This design comes from an exercise in tuning for small area, a short achievable clock period and few clock cycles per item on the open sky130 flow, not from production work.
The RTL of this run was laid out without a check of its function.

--- flow/config.mk ---
export PLATFORM = sky130hd
export DESIGN_NAME = rgb_to_hsl_convert
export DESIGN_NICKNAME = rgb_to_hsl_convert
export VERILOG_FILES = /design/flow/design.v
export SDC_FILE = /design/flow/constraint.sdc
export NUM_CORES = 4
export LEC_CHECK = 0
export ABC_AREA = 1
export CAP_MARGIN = 20
export CORE_MARGIN = 2
export CORE_UTILIZATION = 40
export SETUP_SLACK_MARGIN = 4.2
export SLEW_MARGIN = 20
--- flow/constraint.sdc ---
create_clock -name core_clock -period 8.0 [get_ports {i_clk}]
set_input_delay 1.6000 -clock core_clock [delete_from_list [all_inputs] [get_ports {i_clk}]]
set_output_delay 1.6000 -clock core_clock [all_outputs]
set_load 0.01 [all_outputs]
--- flow/design.v ---
module rgb_to_hsl_convert (
    input  logic        i_clk,
    input  logic        i_rst_n,
    input  logic        i_valid,
    output logic        o_stall,
    input  logic [7:0]  i_red,
    input  logic [7:0]  i_green,
    input  logic [7:0]  i_blue,
    input  logic [7:0]  i_alpha,
    output logic        o_valid,
    input  logic        i_stall,
    output logic [12:0] o_hue,
    output logic [7:0]  o_saturation,
    output logic [7:0]  o_luminance,
    output logic [7:0]  o_alpha_out
);
    logic        en;
    logic [6:0]  vld;
    logic [12:0] n_hue;
    logic [7:0]  n_sat, n_lum, n_alpha;
    logic [7:0]  red, green, blue, alpha;
    assign red   = i_red;
    assign green = i_green;
    assign blue  = i_blue;
    assign alpha = i_alpha;
    assign en      = !(o_valid && i_stall);
    assign o_stall = !en;
    logic [7:0] dgrg__1;
    assign dgrg__1 = red & ~green;
    logic [7:0] dprg__2;
    assign dprg__2 = ~(red ^ green);
    logic [0:0] dc0rg__3;
    assign dc0rg__3 = dgrg__1[0];
    logic [0:0] dc1rg__4;
    assign dc1rg__4 = dgrg__1[0] | dprg__2[0];
    logic [0:0] dc0rg__5;
    assign dc0rg__5 = (dgrg__1[1] | (dprg__2[1] & dgrg__1[0]));
    logic [0:0] dc1rg__6;
    assign dc1rg__6 = (dgrg__1[1] | (dprg__2[1] & dgrg__1[0])) | (dprg__2[1] & dprg__2[0]);
    logic [0:0] dc0rg__7;
    assign dc0rg__7 = (dgrg__1[2] | (dprg__2[2] & (dgrg__1[1] | (dprg__2[1] & dgrg__1[0]))));
    logic [0:0] dc1rg__8;
    assign dc1rg__8 = (dgrg__1[2] | (dprg__2[2] & (dgrg__1[1] | (dprg__2[1] & dgrg__1[0])))) | (dprg__2[2] & (dprg__2[1] & dprg__2[0]));
    logic [0:0] dc0rg__9;
    assign dc0rg__9 = ((dgrg__1[3] | (dprg__2[3] & dgrg__1[2])) | ((dprg__2[3] & dprg__2[2]) & (dgrg__1[1] | (dprg__2[1] & dgrg__1[0]))));
    logic [0:0] dc1rg__10;
    assign dc1rg__10 = ((dgrg__1[3] | (dprg__2[3] & dgrg__1[2])) | ((dprg__2[3] & dprg__2[2]) & (dgrg__1[1] | (dprg__2[1] & dgrg__1[0])))) | ((dprg__2[3] & dprg__2[2]) & (dprg__2[1] & dprg__2[0]));
    logic [0:0] dc0rg__11;
    assign dc0rg__11 = (dgrg__1[4] | (dprg__2[4] & ((dgrg__1[3] | (dprg__2[3] & dgrg__1[2])) | ((dprg__2[3] & dprg__2[2]) & (dgrg__1[1] | (dprg__2[1] & dgrg__1[0]))))));
    logic [0:0] dc1rg__12;
    assign dc1rg__12 = (dgrg__1[4] | (dprg__2[4] & ((dgrg__1[3] | (dprg__2[3] & dgrg__1[2])) | ((dprg__2[3] & dprg__2[2]) & (dgrg__1[1] | (dprg__2[1] & dgrg__1[0])))))) | (dprg__2[4] & ((dprg__2[3] & dprg__2[2]) & (dprg__2[1] & dprg__2[0])));
    logic [0:0] dc0rg__13;
    assign dc0rg__13 = ((dgrg__1[5] | (dprg__2[5] & dgrg__1[4])) | ((dprg__2[5] & dprg__2[4]) & ((dgrg__1[3] | (dprg__2[3] & dgrg__1[2])) | ((dprg__2[3] & dprg__2[2]) & (dgrg__1[1] | (dprg__2[1] & dgrg__1[0]))))));
    logic [0:0] dc1rg__14;
    assign dc1rg__14 = ((dgrg__1[5] | (dprg__2[5] & dgrg__1[4])) | ((dprg__2[5] & dprg__2[4]) & ((dgrg__1[3] | (dprg__2[3] & dgrg__1[2])) | ((dprg__2[3] & dprg__2[2]) & (dgrg__1[1] | (dprg__2[1] & dgrg__1[0])))))) | ((dprg__2[5] & dprg__2[4]) & ((dprg__2[3] & dprg__2[2]) & (dprg__2[1] & dprg__2[0])));
    logic [0:0] dc0rg__15;
    assign dc0rg__15 = ((dgrg__1[6] | (dprg__2[6] & (dgrg__1[5] | (dprg__2[5] & dgrg__1[4])))) | ((dprg__2[6] & (dprg__2[5] & dprg__2[4])) & ((dgrg__1[3] | (dprg__2[3] & dgrg__1[2])) | ((dprg__2[3] & dprg__2[2]) & (dgrg__1[1] | (dprg__2[1] & dgrg__1[0]))))));
    logic [0:0] dc1rg__16;
    assign dc1rg__16 = ((dgrg__1[6] | (dprg__2[6] & (dgrg__1[5] | (dprg__2[5] & dgrg__1[4])))) | ((dprg__2[6] & (dprg__2[5] & dprg__2[4])) & ((dgrg__1[3] | (dprg__2[3] & dgrg__1[2])) | ((dprg__2[3] & dprg__2[2]) & (dgrg__1[1] | (dprg__2[1] & dgrg__1[0])))))) | ((dprg__2[6] & (dprg__2[5] & dprg__2[4])) & ((dprg__2[3] & dprg__2[2]) & (dprg__2[1] & dprg__2[0])));
    logic [0:0] dc0rg__17;
    assign dc0rg__17 = (((dgrg__1[7] | (dprg__2[7] & dgrg__1[6])) | ((dprg__2[7] & dprg__2[6]) & (dgrg__1[5] | (dprg__2[5] & dgrg__1[4])))) | (((dprg__2[7] & dprg__2[6]) & (dprg__2[5] & dprg__2[4])) & ((dgrg__1[3] | (dprg__2[3] & dgrg__1[2])) | ((dprg__2[3] & dprg__2[2]) & (dgrg__1[1] | (dprg__2[1] & dgrg__1[0]))))));
    logic [0:0] dc1rg__18;
    assign dc1rg__18 = (((dgrg__1[7] | (dprg__2[7] & dgrg__1[6])) | ((dprg__2[7] & dprg__2[6]) & (dgrg__1[5] | (dprg__2[5] & dgrg__1[4])))) | (((dprg__2[7] & dprg__2[6]) & (dprg__2[5] & dprg__2[4])) & ((dgrg__1[3] | (dprg__2[3] & dgrg__1[2])) | ((dprg__2[3] & dprg__2[2]) & (dgrg__1[1] | (dprg__2[1] & dgrg__1[0])))))) | (((dprg__2[7] & dprg__2[6]) & (dprg__2[5] & dprg__2[4])) & ((dprg__2[3] & dprg__2[2]) & (dprg__2[1] & dprg__2[0])));
    logic [8:0] xrg__19;
    assign xrg__19 = {!dc1rg__18, dprg__2 ^ {dc1rg__16, dc1rg__14, dc1rg__12, dc1rg__10, dc1rg__8, dc1rg__6, dc1rg__4, 1'b1}};
    logic [8:0] xgr__20;
    assign xgr__20 = {dc0rg__17, ~(dprg__2 ^ {dc0rg__15, dc0rg__13, dc0rg__11, dc0rg__9, dc0rg__7, dc0rg__5, dc0rg__3, 1'b0})};
    logic [7:0] dgrb__21;
    assign dgrb__21 = red & ~blue;
    logic [7:0] dprb__22;
    assign dprb__22 = ~(red ^ blue);
    logic [0:0] dc0rb__23;
    assign dc0rb__23 = dgrb__21[0];
    logic [0:0] dc1rb__24;
    assign dc1rb__24 = dgrb__21[0] | dprb__22[0];
    logic [0:0] dc0rb__25;
    assign dc0rb__25 = (dgrb__21[1] | (dprb__22[1] & dgrb__21[0]));
    logic [0:0] dc1rb__26;
    assign dc1rb__26 = (dgrb__21[1] | (dprb__22[1] & dgrb__21[0])) | (dprb__22[1] & dprb__22[0]);
    logic [0:0] dc0rb__27;
    assign dc0rb__27 = (dgrb__21[2] | (dprb__22[2] & (dgrb__21[1] | (dprb__22[1] & dgrb__21[0]))));
    logic [0:0] dc1rb__28;
    assign dc1rb__28 = (dgrb__21[2] | (dprb__22[2] & (dgrb__21[1] | (dprb__22[1] & dgrb__21[0])))) | (dprb__22[2] & (dprb__22[1] & dprb__22[0]));
    logic [0:0] dc0rb__29;
    assign dc0rb__29 = ((dgrb__21[3] | (dprb__22[3] & dgrb__21[2])) | ((dprb__22[3] & dprb__22[2]) & (dgrb__21[1] | (dprb__22[1] & dgrb__21[0]))));
    logic [0:0] dc1rb__30;
    assign dc1rb__30 = ((dgrb__21[3] | (dprb__22[3] & dgrb__21[2])) | ((dprb__22[3] & dprb__22[2]) & (dgrb__21[1] | (dprb__22[1] & dgrb__21[0])))) | ((dprb__22[3] & dprb__22[2]) & (dprb__22[1] & dprb__22[0]));
    logic [0:0] dc0rb__31;
    assign dc0rb__31 = (dgrb__21[4] | (dprb__22[4] & ((dgrb__21[3] | (dprb__22[3] & dgrb__21[2])) | ((dprb__22[3] & dprb__22[2]) & (dgrb__21[1] | (dprb__22[1] & dgrb__21[0]))))));
    logic [0:0] dc1rb__32;
    assign dc1rb__32 = (dgrb__21[4] | (dprb__22[4] & ((dgrb__21[3] | (dprb__22[3] & dgrb__21[2])) | ((dprb__22[3] & dprb__22[2]) & (dgrb__21[1] | (dprb__22[1] & dgrb__21[0])))))) | (dprb__22[4] & ((dprb__22[3] & dprb__22[2]) & (dprb__22[1] & dprb__22[0])));
    logic [0:0] dc0rb__33;
    assign dc0rb__33 = ((dgrb__21[5] | (dprb__22[5] & dgrb__21[4])) | ((dprb__22[5] & dprb__22[4]) & ((dgrb__21[3] | (dprb__22[3] & dgrb__21[2])) | ((dprb__22[3] & dprb__22[2]) & (dgrb__21[1] | (dprb__22[1] & dgrb__21[0]))))));
    logic [0:0] dc1rb__34;
    assign dc1rb__34 = ((dgrb__21[5] | (dprb__22[5] & dgrb__21[4])) | ((dprb__22[5] & dprb__22[4]) & ((dgrb__21[3] | (dprb__22[3] & dgrb__21[2])) | ((dprb__22[3] & dprb__22[2]) & (dgrb__21[1] | (dprb__22[1] & dgrb__21[0])))))) | ((dprb__22[5] & dprb__22[4]) & ((dprb__22[3] & dprb__22[2]) & (dprb__22[1] & dprb__22[0])));
    logic [0:0] dc0rb__35;
    assign dc0rb__35 = ((dgrb__21[6] | (dprb__22[6] & (dgrb__21[5] | (dprb__22[5] & dgrb__21[4])))) | ((dprb__22[6] & (dprb__22[5] & dprb__22[4])) & ((dgrb__21[3] | (dprb__22[3] & dgrb__21[2])) | ((dprb__22[3] & dprb__22[2]) & (dgrb__21[1] | (dprb__22[1] & dgrb__21[0]))))));
    logic [0:0] dc1rb__36;
    assign dc1rb__36 = ((dgrb__21[6] | (dprb__22[6] & (dgrb__21[5] | (dprb__22[5] & dgrb__21[4])))) | ((dprb__22[6] & (dprb__22[5] & dprb__22[4])) & ((dgrb__21[3] | (dprb__22[3] & dgrb__21[2])) | ((dprb__22[3] & dprb__22[2]) & (dgrb__21[1] | (dprb__22[1] & dgrb__21[0])))))) | ((dprb__22[6] & (dprb__22[5] & dprb__22[4])) & ((dprb__22[3] & dprb__22[2]) & (dprb__22[1] & dprb__22[0])));
    logic [0:0] dc0rb__37;
    assign dc0rb__37 = (((dgrb__21[7] | (dprb__22[7] & dgrb__21[6])) | ((dprb__22[7] & dprb__22[6]) & (dgrb__21[5] | (dprb__22[5] & dgrb__21[4])))) | (((dprb__22[7] & dprb__22[6]) & (dprb__22[5] & dprb__22[4])) & ((dgrb__21[3] | (dprb__22[3] & dgrb__21[2])) | ((dprb__22[3] & dprb__22[2]) & (dgrb__21[1] | (dprb__22[1] & dgrb__21[0]))))));
    logic [0:0] dc1rb__38;
    assign dc1rb__38 = (((dgrb__21[7] | (dprb__22[7] & dgrb__21[6])) | ((dprb__22[7] & dprb__22[6]) & (dgrb__21[5] | (dprb__22[5] & dgrb__21[4])))) | (((dprb__22[7] & dprb__22[6]) & (dprb__22[5] & dprb__22[4])) & ((dgrb__21[3] | (dprb__22[3] & dgrb__21[2])) | ((dprb__22[3] & dprb__22[2]) & (dgrb__21[1] | (dprb__22[1] & dgrb__21[0])))))) | (((dprb__22[7] & dprb__22[6]) & (dprb__22[5] & dprb__22[4])) & ((dprb__22[3] & dprb__22[2]) & (dprb__22[1] & dprb__22[0])));
    logic [8:0] xrb__39;
    assign xrb__39 = {!dc1rb__38, dprb__22 ^ {dc1rb__36, dc1rb__34, dc1rb__32, dc1rb__30, dc1rb__28, dc1rb__26, dc1rb__24, 1'b1}};
    logic [8:0] xbr__40;
    assign xbr__40 = {dc0rb__37, ~(dprb__22 ^ {dc0rb__35, dc0rb__33, dc0rb__31, dc0rb__29, dc0rb__27, dc0rb__25, dc0rb__23, 1'b0})};
    logic [7:0] dggb__41;
    assign dggb__41 = green & ~blue;
    logic [7:0] dpgb__42;
    assign dpgb__42 = ~(green ^ blue);
    logic [0:0] dc0gb__43;
    assign dc0gb__43 = dggb__41[0];
    logic [0:0] dc1gb__44;
    assign dc1gb__44 = dggb__41[0] | dpgb__42[0];
    logic [0:0] dc0gb__45;
    assign dc0gb__45 = (dggb__41[1] | (dpgb__42[1] & dggb__41[0]));
    logic [0:0] dc1gb__46;
    assign dc1gb__46 = (dggb__41[1] | (dpgb__42[1] & dggb__41[0])) | (dpgb__42[1] & dpgb__42[0]);
    logic [0:0] dc0gb__47;
    assign dc0gb__47 = (dggb__41[2] | (dpgb__42[2] & (dggb__41[1] | (dpgb__42[1] & dggb__41[0]))));
    logic [0:0] dc1gb__48;
    assign dc1gb__48 = (dggb__41[2] | (dpgb__42[2] & (dggb__41[1] | (dpgb__42[1] & dggb__41[0])))) | (dpgb__42[2] & (dpgb__42[1] & dpgb__42[0]));
    logic [0:0] dc0gb__49;
    assign dc0gb__49 = ((dggb__41[3] | (dpgb__42[3] & dggb__41[2])) | ((dpgb__42[3] & dpgb__42[2]) & (dggb__41[1] | (dpgb__42[1] & dggb__41[0]))));
    logic [0:0] dc1gb__50;
    assign dc1gb__50 = ((dggb__41[3] | (dpgb__42[3] & dggb__41[2])) | ((dpgb__42[3] & dpgb__42[2]) & (dggb__41[1] | (dpgb__42[1] & dggb__41[0])))) | ((dpgb__42[3] & dpgb__42[2]) & (dpgb__42[1] & dpgb__42[0]));
    logic [0:0] dc0gb__51;
    assign dc0gb__51 = (dggb__41[4] | (dpgb__42[4] & ((dggb__41[3] | (dpgb__42[3] & dggb__41[2])) | ((dpgb__42[3] & dpgb__42[2]) & (dggb__41[1] | (dpgb__42[1] & dggb__41[0]))))));
    logic [0:0] dc1gb__52;
    assign dc1gb__52 = (dggb__41[4] | (dpgb__42[4] & ((dggb__41[3] | (dpgb__42[3] & dggb__41[2])) | ((dpgb__42[3] & dpgb__42[2]) & (dggb__41[1] | (dpgb__42[1] & dggb__41[0])))))) | (dpgb__42[4] & ((dpgb__42[3] & dpgb__42[2]) & (dpgb__42[1] & dpgb__42[0])));
    logic [0:0] dc0gb__53;
    assign dc0gb__53 = ((dggb__41[5] | (dpgb__42[5] & dggb__41[4])) | ((dpgb__42[5] & dpgb__42[4]) & ((dggb__41[3] | (dpgb__42[3] & dggb__41[2])) | ((dpgb__42[3] & dpgb__42[2]) & (dggb__41[1] | (dpgb__42[1] & dggb__41[0]))))));
    logic [0:0] dc1gb__54;
    assign dc1gb__54 = ((dggb__41[5] | (dpgb__42[5] & dggb__41[4])) | ((dpgb__42[5] & dpgb__42[4]) & ((dggb__41[3] | (dpgb__42[3] & dggb__41[2])) | ((dpgb__42[3] & dpgb__42[2]) & (dggb__41[1] | (dpgb__42[1] & dggb__41[0])))))) | ((dpgb__42[5] & dpgb__42[4]) & ((dpgb__42[3] & dpgb__42[2]) & (dpgb__42[1] & dpgb__42[0])));
    logic [0:0] dc0gb__55;
    assign dc0gb__55 = ((dggb__41[6] | (dpgb__42[6] & (dggb__41[5] | (dpgb__42[5] & dggb__41[4])))) | ((dpgb__42[6] & (dpgb__42[5] & dpgb__42[4])) & ((dggb__41[3] | (dpgb__42[3] & dggb__41[2])) | ((dpgb__42[3] & dpgb__42[2]) & (dggb__41[1] | (dpgb__42[1] & dggb__41[0]))))));
    logic [0:0] dc1gb__56;
    assign dc1gb__56 = ((dggb__41[6] | (dpgb__42[6] & (dggb__41[5] | (dpgb__42[5] & dggb__41[4])))) | ((dpgb__42[6] & (dpgb__42[5] & dpgb__42[4])) & ((dggb__41[3] | (dpgb__42[3] & dggb__41[2])) | ((dpgb__42[3] & dpgb__42[2]) & (dggb__41[1] | (dpgb__42[1] & dggb__41[0])))))) | ((dpgb__42[6] & (dpgb__42[5] & dpgb__42[4])) & ((dpgb__42[3] & dpgb__42[2]) & (dpgb__42[1] & dpgb__42[0])));
    logic [0:0] dc0gb__57;
    assign dc0gb__57 = (((dggb__41[7] | (dpgb__42[7] & dggb__41[6])) | ((dpgb__42[7] & dpgb__42[6]) & (dggb__41[5] | (dpgb__42[5] & dggb__41[4])))) | (((dpgb__42[7] & dpgb__42[6]) & (dpgb__42[5] & dpgb__42[4])) & ((dggb__41[3] | (dpgb__42[3] & dggb__41[2])) | ((dpgb__42[3] & dpgb__42[2]) & (dggb__41[1] | (dpgb__42[1] & dggb__41[0]))))));
    logic [0:0] dc1gb__58;
    assign dc1gb__58 = (((dggb__41[7] | (dpgb__42[7] & dggb__41[6])) | ((dpgb__42[7] & dpgb__42[6]) & (dggb__41[5] | (dpgb__42[5] & dggb__41[4])))) | (((dpgb__42[7] & dpgb__42[6]) & (dpgb__42[5] & dpgb__42[4])) & ((dggb__41[3] | (dpgb__42[3] & dggb__41[2])) | ((dpgb__42[3] & dpgb__42[2]) & (dggb__41[1] | (dpgb__42[1] & dggb__41[0])))))) | (((dpgb__42[7] & dpgb__42[6]) & (dpgb__42[5] & dpgb__42[4])) & ((dpgb__42[3] & dpgb__42[2]) & (dpgb__42[1] & dpgb__42[0])));
    logic [8:0] xgb__59;
    assign xgb__59 = {!dc1gb__58, dpgb__42 ^ {dc1gb__56, dc1gb__54, dc1gb__52, dc1gb__50, dc1gb__48, dc1gb__46, dc1gb__44, 1'b1}};
    logic [8:0] xbg__60;
    assign xbg__60 = {dc0gb__57, ~(dpgb__42 ^ {dc0gb__55, dc0gb__53, dc0gb__51, dc0gb__49, dc0gb__47, dc0gb__45, dc0gb__43, 1'b0})};
    logic [0:0] ge_rg__61;
    assign ge_rg__61 = !xrg__19[8];
    logic [0:0] ge_rb__62;
    assign ge_rb__62 = !xrb__39[8];
    logic [0:0] ge_gb__63;
    assign ge_gb__63 = !xgb__59[8];
    logic [0:0] selr__64;
    assign selr__64 = ge_rg__61 & ge_rb__62;
    logic [0:0] selg__65;
    assign selg__65 = !selr__64 & ge_gb__63;
    logic [8:0] srg__66;
    assign srg__66 = {1'b0, red} + {1'b0, green};
    logic [8:0] srb__67;
    assign srb__67 = {1'b0, red} + {1'b0, blue};
    logic [8:0] sgb__68;
    assign sgb__68 = {1'b0, green} + {1'b0, blue};
    logic [7:0] d__69;
    assign d__69 = 8'(selr__64 ? (ge_gb__63 ? xrb__39 : xrg__19) : (selg__65 ? (ge_rb__62 ? xgb__59 : xgr__20) : (ge_rg__61 ? xbg__60 : xbr__40)));
    logic [7:0] f__70;
    assign f__70 = 8'(selr__64 ? (ge_gb__63 ? xgb__59 : xrb__39) : (selg__65 ? (ge_rb__62 ? xgr__20 : xbr__40) : (ge_rg__61 ? xrg__19 : xbg__60)));
    logic [8:0] sum__71;
    assign sum__71 = selr__64 ? (ge_gb__63 ? srb__67 : srg__66) : (selg__65 ? (ge_rb__62 ? sgb__68 : srg__66) : (ge_rg__61 ? sgb__68 : srb__67));
    logic [2:0] k__72;
    assign k__72 = selr__64 ? (!ge_gb__63 ? 3'd5 : 3'd0) : (selg__65 ? (ge_rb__62 ? 3'd1 : 3'd2) : (!ge_rg__61 ? 3'd3 : 3'd4));
    logic [8:0] sm__73;
    assign sm__73 = sum__71;
    logic [7:0] alpha__r1;
    logic [7:0] d__r1;
    logic [7:0] f__r1;
    logic [2:0] k__r1;
    logic [8:0] sm__r1;
    logic [7:0] den__74;
    assign den__74 = sm__r1[8] ? 8'(8'd254 - sm__r1[7:0]) : sm__r1[7:0];
    logic [0:0] shi__75;
    assign shi__75 = sm__r1[8];
    logic [11:0] mh__76;
    assign mh__76 = ({4'b0, f__r1} << 4) - {4'b0, f__r1} + {11'b0, d__r1[7]};
    logic [7:0] hr__77;
    assign hr__77 = mh__76[11:4];
    logic [3:0] hm__78;
    assign hm__78 = mh__76[3:0];
    logic [8:0] ht__79;
    assign ht__79 = {hr__77, hm__78[3]};
    logic [9:0] hs__80;
    assign hs__80 = {1'b0, ht__79} - {2'b0, d__r1};
    logic [7:0] hr__81;
    assign hr__81 = hs__80[9] ? ht__79[7:0] : hs__80[7:0];
    logic [0:0] hq__82;
    assign hq__82 = !hs__80[9];
    logic [2:0] hm__83;
    assign hm__83 = hm__78[2:0];
    logic [7:0] alpha__r2;
    logic [7:0] d__r2;
    logic [2:0] k__r2;
    logic [7:0] den__r2;
    logic [0:0] shi__r2;
    logic [7:0] hr__r2;
    logic [0:0] hq__r2;
    logic [2:0] hm__r2;
    logic [8:0] ht__84;
    assign ht__84 = {hr__r2, hm__r2[2]};
    logic [9:0] hs__85;
    assign hs__85 = {1'b0, ht__84} - {2'b0, d__r2};
    logic [7:0] hr__86;
    assign hr__86 = hs__85[9] ? ht__84[7:0] : hs__85[7:0];
    logic [1:0] hq__87;
    assign hq__87 = {hq__r2, !hs__85[9]};
    logic [1:0] hm__88;
    assign hm__88 = hm__r2[1:0];
    logic [8:0] ht__89;
    assign ht__89 = {hr__86, hm__88[1]};
    logic [9:0] hs__90;
    assign hs__90 = {1'b0, ht__89} - {2'b0, d__r2};
    logic [7:0] hr__91;
    assign hr__91 = hs__90[9] ? ht__89[7:0] : hs__90[7:0];
    logic [2:0] hq__92;
    assign hq__92 = {hq__87, !hs__90[9]};
    logic [0:0] hm__93;
    assign hm__93 = hm__88[0:0];
    logic [15:0] ns__94;
    assign ns__94 = ({8'b0, d__r2} << 8) - {8'b0, d__r2} + {9'b0, den__r2[7:1]};
    logic [7:0] sr__95;
    assign sr__95 = ns__94[15:8];
    logic [7:0] sl__96;
    assign sl__96 = ns__94[7:0];
    logic [8:0] st__97;
    assign st__97 = {sr__95, sl__96[7]};
    logic [9:0] ss__98;
    assign ss__98 = {1'b0, st__97} - {2'b0, den__r2};
    logic [7:0] sr__99;
    assign sr__99 = ss__98[9] ? st__97[7:0] : ss__98[7:0];
    logic [0:0] sq__100;
    assign sq__100 = !ss__98[9];
    logic [6:0] sl__101;
    assign sl__101 = sl__96[6:0];
    logic [7:0] alpha__r3;
    logic [7:0] d__r3;
    logic [2:0] k__r3;
    logic [7:0] den__r3;
    logic [0:0] shi__r3;
    logic [7:0] hr__r3;
    logic [2:0] hq__r3;
    logic [0:0] hm__r3;
    logic [7:0] sr__r3;
    logic [0:0] sq__r3;
    logic [6:0] sl__r3;
    logic [8:0] ht__102;
    assign ht__102 = {hr__r3, hm__r3[0]};
    logic [9:0] hs__103;
    assign hs__103 = {1'b0, ht__102} - {2'b0, d__r3};
    logic [7:0] hr__104;
    assign hr__104 = hs__103[9] ? ht__102[7:0] : hs__103[7:0];
    logic [3:0] hq__105;
    assign hq__105 = {hq__r3, !hs__103[9]};
    logic [8:0] st__106;
    assign st__106 = {sr__r3, sl__r3[6]};
    logic [9:0] ss__107;
    assign ss__107 = {1'b0, st__106} - {2'b0, den__r3};
    logic [7:0] sr__108;
    assign sr__108 = ss__107[9] ? st__106[7:0] : ss__107[7:0];
    logic [1:0] sq__109;
    assign sq__109 = {sq__r3, !ss__107[9]};
    logic [5:0] sl__110;
    assign sl__110 = sl__r3[5:0];
    logic [8:0] ht__111;
    assign ht__111 = {hr__104, d__r3[6]};
    logic [9:0] hs__112;
    assign hs__112 = {1'b0, ht__111} - {2'b0, d__r3};
    logic [7:0] hr__113;
    assign hr__113 = hs__112[9] ? ht__111[7:0] : hs__112[7:0];
    logic [4:0] hq__114;
    assign hq__114 = {hq__105, !hs__112[9]};
    logic [8:0] st__115;
    assign st__115 = {sr__108, sl__110[5]};
    logic [9:0] ss__116;
    assign ss__116 = {1'b0, st__115} - {2'b0, den__r3};
    logic [7:0] sr__117;
    assign sr__117 = ss__116[9] ? st__115[7:0] : ss__116[7:0];
    logic [2:0] sq__118;
    assign sq__118 = {sq__109, !ss__116[9]};
    logic [4:0] sl__119;
    assign sl__119 = sl__110[4:0];
    logic [7:0] alpha__r4;
    logic [7:0] d__r4;
    logic [2:0] k__r4;
    logic [7:0] den__r4;
    logic [0:0] shi__r4;
    logic [7:0] hr__r4;
    logic [4:0] hq__r4;
    logic [7:0] sr__r4;
    logic [2:0] sq__r4;
    logic [4:0] sl__r4;
    logic [8:0] ht__120;
    assign ht__120 = {hr__r4, d__r4[5]};
    logic [9:0] hs__121;
    assign hs__121 = {1'b0, ht__120} - {2'b0, d__r4};
    logic [7:0] hr__122;
    assign hr__122 = hs__121[9] ? ht__120[7:0] : hs__121[7:0];
    logic [5:0] hq__123;
    assign hq__123 = {hq__r4, !hs__121[9]};
    logic [8:0] st__124;
    assign st__124 = {sr__r4, sl__r4[4]};
    logic [9:0] ss__125;
    assign ss__125 = {1'b0, st__124} - {2'b0, den__r4};
    logic [7:0] sr__126;
    assign sr__126 = ss__125[9] ? st__124[7:0] : ss__125[7:0];
    logic [3:0] sq__127;
    assign sq__127 = {sq__r4, !ss__125[9]};
    logic [3:0] sl__128;
    assign sl__128 = sl__r4[3:0];
    logic [8:0] ht__129;
    assign ht__129 = {hr__122, d__r4[4]};
    logic [9:0] hs__130;
    assign hs__130 = {1'b0, ht__129} - {2'b0, d__r4};
    logic [7:0] hr__131;
    assign hr__131 = hs__130[9] ? ht__129[7:0] : hs__130[7:0];
    logic [6:0] hq__132;
    assign hq__132 = {hq__123, !hs__130[9]};
    logic [8:0] st__133;
    assign st__133 = {sr__126, sl__128[3]};
    logic [9:0] ss__134;
    assign ss__134 = {1'b0, st__133} - {2'b0, den__r4};
    logic [7:0] sr__135;
    assign sr__135 = ss__134[9] ? st__133[7:0] : ss__134[7:0];
    logic [4:0] sq__136;
    assign sq__136 = {sq__127, !ss__134[9]};
    logic [2:0] sl__137;
    assign sl__137 = sl__128[2:0];
    logic [7:0] alpha__r5;
    logic [7:0] d__r5;
    logic [2:0] k__r5;
    logic [7:0] den__r5;
    logic [0:0] shi__r5;
    logic [7:0] hr__r5;
    logic [6:0] hq__r5;
    logic [7:0] sr__r5;
    logic [4:0] sq__r5;
    logic [2:0] sl__r5;
    logic [8:0] ht__138;
    assign ht__138 = {hr__r5, d__r5[3]};
    logic [9:0] hs__139;
    assign hs__139 = {1'b0, ht__138} - {2'b0, d__r5};
    logic [7:0] hr__140;
    assign hr__140 = hs__139[9] ? ht__138[7:0] : hs__139[7:0];
    logic [7:0] hq__141;
    assign hq__141 = {hq__r5, !hs__139[9]};
    logic [8:0] st__142;
    assign st__142 = {sr__r5, sl__r5[2]};
    logic [9:0] ss__143;
    assign ss__143 = {1'b0, st__142} - {2'b0, den__r5};
    logic [7:0] sr__144;
    assign sr__144 = ss__143[9] ? st__142[7:0] : ss__143[7:0];
    logic [5:0] sq__145;
    assign sq__145 = {sq__r5, !ss__143[9]};
    logic [1:0] sl__146;
    assign sl__146 = sl__r5[1:0];
    logic [8:0] ht__147;
    assign ht__147 = {hr__140, d__r5[2]};
    logic [9:0] hs__148;
    assign hs__148 = {1'b0, ht__147} - {2'b0, d__r5};
    logic [7:0] hr__149;
    assign hr__149 = hs__148[9] ? ht__147[7:0] : hs__148[7:0];
    logic [8:0] hq__150;
    assign hq__150 = {hq__141, !hs__148[9]};
    logic [8:0] st__151;
    assign st__151 = {sr__144, sl__146[1]};
    logic [9:0] ss__152;
    assign ss__152 = {1'b0, st__151} - {2'b0, den__r5};
    logic [7:0] sr__153;
    assign sr__153 = ss__152[9] ? st__151[7:0] : ss__152[7:0];
    logic [6:0] sq__154;
    assign sq__154 = {sq__145, !ss__152[9]};
    logic [0:0] sl__155;
    assign sl__155 = sl__146[0:0];
    logic [7:0] alpha__r6;
    logic [7:0] d__r6;
    logic [2:0] k__r6;
    logic [7:0] den__r6;
    logic [0:0] shi__r6;
    logic [7:0] hr__r6;
    logic [8:0] hq__r6;
    logic [7:0] sr__r6;
    logic [6:0] sq__r6;
    logic [0:0] sl__r6;
    logic [8:0] ht__156;
    assign ht__156 = {hr__r6, d__r6[1]};
    logic [9:0] hs__157;
    assign hs__157 = {1'b0, ht__156} - {2'b0, d__r6};
    logic [7:0] hr__158;
    assign hr__158 = hs__157[9] ? ht__156[7:0] : hs__157[7:0];
    logic [9:0] hq__159;
    assign hq__159 = {hq__r6, !hs__157[9]};
    logic [8:0] st__160;
    assign st__160 = {sr__r6, sl__r6[0]};
    logic [9:0] ss__161;
    assign ss__161 = {1'b0, st__160} - {2'b0, den__r6};
    logic [7:0] sr__162;
    assign sr__162 = ss__161[9] ? st__160[7:0] : ss__161[7:0];
    logic [7:0] sq__163;
    assign sq__163 = {sq__r6, !ss__161[9]};
    logic [0:0] grey__164;
    assign grey__164 = d__r6 == 8'd0;
    logic [6:0] hhi__165;
    assign hhi__165 = {k__r6, 4'b0} - 7'(k__r6) + 7'(hq__159[9:6]);
    logic [12:0] hue__166;
    assign hue__166 = {hhi__165, hq__159[5:0]};
    assign n_hue = grey__164 ? 13'd0 : hue__166;
    assign n_sat = grey__164 ? 8'd0 : sq__163;
    assign n_lum = shi__r6 ? ~(8'(den__r6[7:1]) + 8'(den__r6[0])) : 8'(den__r6[7:1]);
    assign n_alpha = alpha__r6;
    always_ff @(posedge i_clk) begin
        if (!i_rst_n) begin
            vld <= '0;
        end else if (en) begin
            vld <= {vld[5:0], i_valid};
        end
    end
    always_ff @(posedge i_clk) begin
        if (en) begin
            alpha__r1 <= alpha;
            d__r1 <= d__69;
            f__r1 <= f__70;
            k__r1 <= k__72;
            sm__r1 <= sm__73;
            alpha__r2 <= alpha__r1;
            d__r2 <= d__r1;
            k__r2 <= k__r1;
            den__r2 <= den__74;
            shi__r2 <= shi__75;
            hr__r2 <= hr__81;
            hq__r2 <= hq__82;
            hm__r2 <= hm__83;
            alpha__r3 <= alpha__r2;
            d__r3 <= d__r2;
            k__r3 <= k__r2;
            den__r3 <= den__r2;
            shi__r3 <= shi__r2;
            hr__r3 <= hr__91;
            hq__r3 <= hq__92;
            hm__r3 <= hm__93;
            sr__r3 <= sr__99;
            sq__r3 <= sq__100;
            sl__r3 <= sl__101;
            alpha__r4 <= alpha__r3;
            d__r4 <= d__r3;
            k__r4 <= k__r3;
            den__r4 <= den__r3;
            shi__r4 <= shi__r3;
            hr__r4 <= hr__113;
            hq__r4 <= hq__114;
            sr__r4 <= sr__117;
            sq__r4 <= sq__118;
            sl__r4 <= sl__119;
            alpha__r5 <= alpha__r4;
            d__r5 <= d__r4;
            k__r5 <= k__r4;
            den__r5 <= den__r4;
            shi__r5 <= shi__r4;
            hr__r5 <= hr__131;
            hq__r5 <= hq__132;
            sr__r5 <= sr__135;
            sq__r5 <= sq__136;
            sl__r5 <= sl__137;
            alpha__r6 <= alpha__r5;
            d__r6 <= d__r5;
            k__r6 <= k__r5;
            den__r6 <= den__r5;
            shi__r6 <= shi__r5;
            hr__r6 <= hr__149;
            hq__r6 <= hq__150;
            sr__r6 <= sr__153;
            sq__r6 <= sq__154;
            sl__r6 <= sl__155;
            o_hue        <= n_hue;
            o_saturation <= n_sat;
            o_luminance  <= n_lum;
            o_alpha_out  <= n_alpha;
        end
    end
    assign o_valid = vld[6];
endmodule
--- flow/run.sh ---
#!/bin/bash
# synth_recipe.tcl (not shown) runs the flow's synth.tcl, then flattens the netlist and writes it again
# the make line also repeats each setting of config.mk as NAME=value (left out here)
make -C /OpenROAD-flow-scripts/flow DESIGN_CONFIG=/design/flow/config.mk WORK_HOME=/design/flow/orfs CLKGATE_MAP_FILE= SYNTH_SCRIPT=/design/flow/synth_recipe.tcl finish
==> results.yml <==
clock_network:
  cts_buffers: 39
  worstSkewPairLatency_ps: 550
  clockBufferDepth: 3
  clock-sinks: 347
  htree_levels: 2
  clk_pin_slew_ps: 60
  clock-root-buffer: "clkbuf_16"
  cts_tree: "done"
drt:
  ant_nets: 0
  drt-total-wl_mm: 56.7
  drc_errors: 0
  vias_per_cell: 5.03
  dr.pass1.iters: 7
  drtIter0Drc: 1031
  vias: 18258
  wl_per_cell_um: 15.6
die:
  initial_core_util: 0.406
  die-area_um2: 60700
  die_h_um: 246
  num_rows: 88
  core-area_um2: 57900
  io-pin-count: 75
  die_x_um: 246
placed_design:
  pre_cts_ws_ps: 3000
  placed_cell_area_um2: 25100
  dpl.hpwl_mm: 42.9
  gp_congestion: 0.962
  numPortBuffers: 74
setup_path:
  r2r_slack_ps: 4450
  max_stage_delay_ps: 240
  critPathSlowestCell: "clkdlybuf4s15_1"
  cp-end-kind: "output port"
  crit_family: "buffers and inverters"
  path_depth: 4
  crit_path_start: "i_stall"
  reg2reg_from: "den__r5[4]"
  rr_worst_depth: 19
  crit_arrival_ps: 2150
  critical_path.startpoint_type: "input pin"
  crit_chain: "buf_6, nand2_8, inv_4, clkdlybuf4s15_1"
  path_class: "in2out"
  path_max_fanout: 8
  crit_path_end: "o_stall"
  worst-path-buf-inv: 3
  crit_required_ps: 6400
  rr_endpoint: "sr__r6[0]"
timing:
  rsz0062_at_grt: "no"
  tightest_slew_ps: 1020
  drv_slew: 0
  fin_setup_tns_ps: 0
  clock_skew_ps: 21.3
  layout_setup_ws_ps: 4250
  fmax_ghz: 0.266
  min_period_ps: 3750
  max_slew_margin: 0.320
  hold_violations: 0
  hold_slack_ps: 404
  setup_viol: 0
  fin_crit_sh: 0.469
synthesis:
  synth_top_family_by_area: "simple AND/OR/NAND/NOR gates"
  ys_ff_latch: 347
  netlist_instances: 2723
  yosys.area_share.simple: 0.237
  synth_edf_count: 340
  async_reset_ff_frac: 0
  synth.avg_cell_area_um2: 8.64
  yosysTopAreaCell: "edfxtp_1"
  syn-num-nets: 3001
  synthFlopType: "edfxtp_1"
  synthAdderAreaFrac: 0.138
  synth_xor_area_frac: 0.0454
  synthesis.area_um2: 23500
  yosysSeqAreaShare: 0.440
  synth_mux_area_frac: 0
  yosysWarnings: 1
  synth_cell_types: 45
  yosysTopAreaCellShare: 0.434
  synth_compound_area_frac: 0.0621
  yosys-top-cells-area: "edfxtp_1 43%, nand2_1 13%, ha_1 11%"
finish:
  final_nets: 3112
  fill_cells: 5570
  largest-register: "o_hue"
  top_regs: "o_hue x13, hq__r6 x9"
  stdcell_area_um2: 26900
  largest_register_ffs: 13
  final_layout_size_suffix_gt1_frac: 0.0681
  multiInputGateArea_um2: 11700
  syn_to_final_growth_pct: 14.6
  n_antenna_cell: 0
  ff_latch_area_um2: 10300
global_routing:
  antenna_found_initial: 0
  grt_usage: 0.189
  grt_pass1_wl_mm: 92.2
  grt_pass1_vias: 17781
  overflow: 0
  grt_max_degree: 79
flow_run:
  maxCapViolations: 0
hold_path:
  hold_class: "reg2reg"
status:
  outcome: "complete, no violations"
==> final cells by class <==
class / instances / share of cell area
clock buffer: 48 / 0.0383
clock inverter: 23 / 0.00994
inverter: 422 / 0.0599
multi-input combinational: 1920 / 0.435
sequential: 347 / 0.384
tap: 765 / 0.0355
timing repair buffer: 104 / 0.0370
==> cell usage after synthesis, types with 8 or more instances <==
cell type / count
fa_1: 30
buf_2: 27
a21oi_1: 104
o21ai_0: 69
o21ai_1: 25
inv_2: 8
inv_1: 411
nor2_1: 119
nand4_1: 49
xor2_1: 85
a31oi_1: 10
nand3_2: 9
o211ai_1: 12
nand3_1: 240
o21bai_1: 16
edfxtp_1: 340
ha_1: 212
a21o_1: 15
nand2_1: 810
nand3b_1: 14
xnor2_1: 37
==> cells by family after synthesis <==
| kind of cell | after synthesis |
|---|---|
| buf+inv | 461 |
| compound gates | 262 |
| simple gates | 1289 |
| flops | 347 |
| fa+ha+maj | 242 |
| xor+xnor | 122 |
==> per-layer routing <==
layer  wire length [µm]  track usage  share of wire
met5                  0            0              0
met4               1890       0.0659          0.033
met3               2410       0.0282          0.043
met2              28100        0.334           0.49
met1              24400        0.234           0.43
==> what timing repair did <==
item | CTS | global route
buffers inserted | 17 | 8
pin swaps | 9 | 8
gates cloned | 5 | 0
hold buffers | 0 | 0
setup endpoints to repair | 136 | 96
resized for setup | 46 | 68
==> worst register-to-register path: stages, from the launching register on <==
cell and delay (ps):
edfxtp_1 400, inv_1 90, ha_1 350, nand2_1 80, nand2_1 70, inv_1 90, nand2_1 60, nand2_1 50
nand3_1 240, inv_2 260, o21ai_0 160, ha_1 380, nand2_1 70, inv_1 90, nand3_1 70, o21ai_1 270
nand4_2 220, buf_4 210, nand3_1 80, nand2_1 60
==> stage by stage <==
| step | instances | utilization |
|---|---|---|
| floorplan | 2723 | - |
| global placement | 3528 | 0.433 |
| detailed placement | 3528 | 0.433 |
| CTS | 3621 | 0.460 |
| global route | 3629 | 0.465 |
| finish | 3629 | 0.465 |
==> placed cells by master, fill, tap and decap left out, drive strengths merged, types with 6 or more instances in the layout <==
cell type | synthesis | layout
nand2 | 816 | 819
inv | 420 | 423
edfxtp | 340 | 340
nand3 | 249 | 251
ha | 212 | 212
nor2 | 131 | 131
a21oi | 104 | 104
o21ai | 94 | 94
xor2 | 85 | 85
clkdlybuf4s50 | 0 | 61
nand4 | 55 | 55
clkbuf | 5 | 48
xnor2 | 37 | 37
buf | 34 | 31
fa | 30 | 30
o21bai | 16 | 16
a21o | 15 | 15
nand3b | 14 | 14
or2 | 13 | 13
o211ai | 12 | 12
clkinv | 2 | 12
a31oi | 10 | 10
dlymetal6s2s | 0 | 8
dfxtp | 7 | 7
nor3 | 6 | 6
==> worst min-delay path by stage <==
stage / start / to / slack, ps / cells past startpoint
2_1_floorplan: alpha__r1[0] / alpha__r2[0] / 400 / 0
3_3_place_gp: alpha__r6[6] / o_alpha_out[6] / 400 / 0
3_5_place_dp: alpha__r1[3] / alpha__r2[3] / 400 / 0
4_1_cts: shi__r3 / shi__r4 / 400 / 0
5_1_grt: shi__r3 / shi__r4 / 410 / 0
6_report: shi__r3 / shi__r4 / 400 / 0

## re-timing with driven ports
How much do the figures lean on ideal ports? The routed layout below was timed once more, with nothing changed but the port constraints.
Step 1: set_driving_cell puts a clkbuf_16 on i_clk and a buf_2 on each other input, an assumption about the parent block.
Step 2 moves the port delays by t, midway between the first and last clock arrival at a register: inputs arrive t later, outputs are due t later. That takes back most of the time a late clock gives input paths.
a / b / c = ideal / step 1 / step 2; a / b = the first two.
shift t [ns]: 0.597
setup slack, ns: 4.246 / 4.207 / 3.685
worst hold slack (ns): 0.404 / 0.404 / 0.404
After both steps setup and hold are still met in this run. The setup slack of this run moves by -0.039 ns with the drivers and by -0.561 ns with both steps.
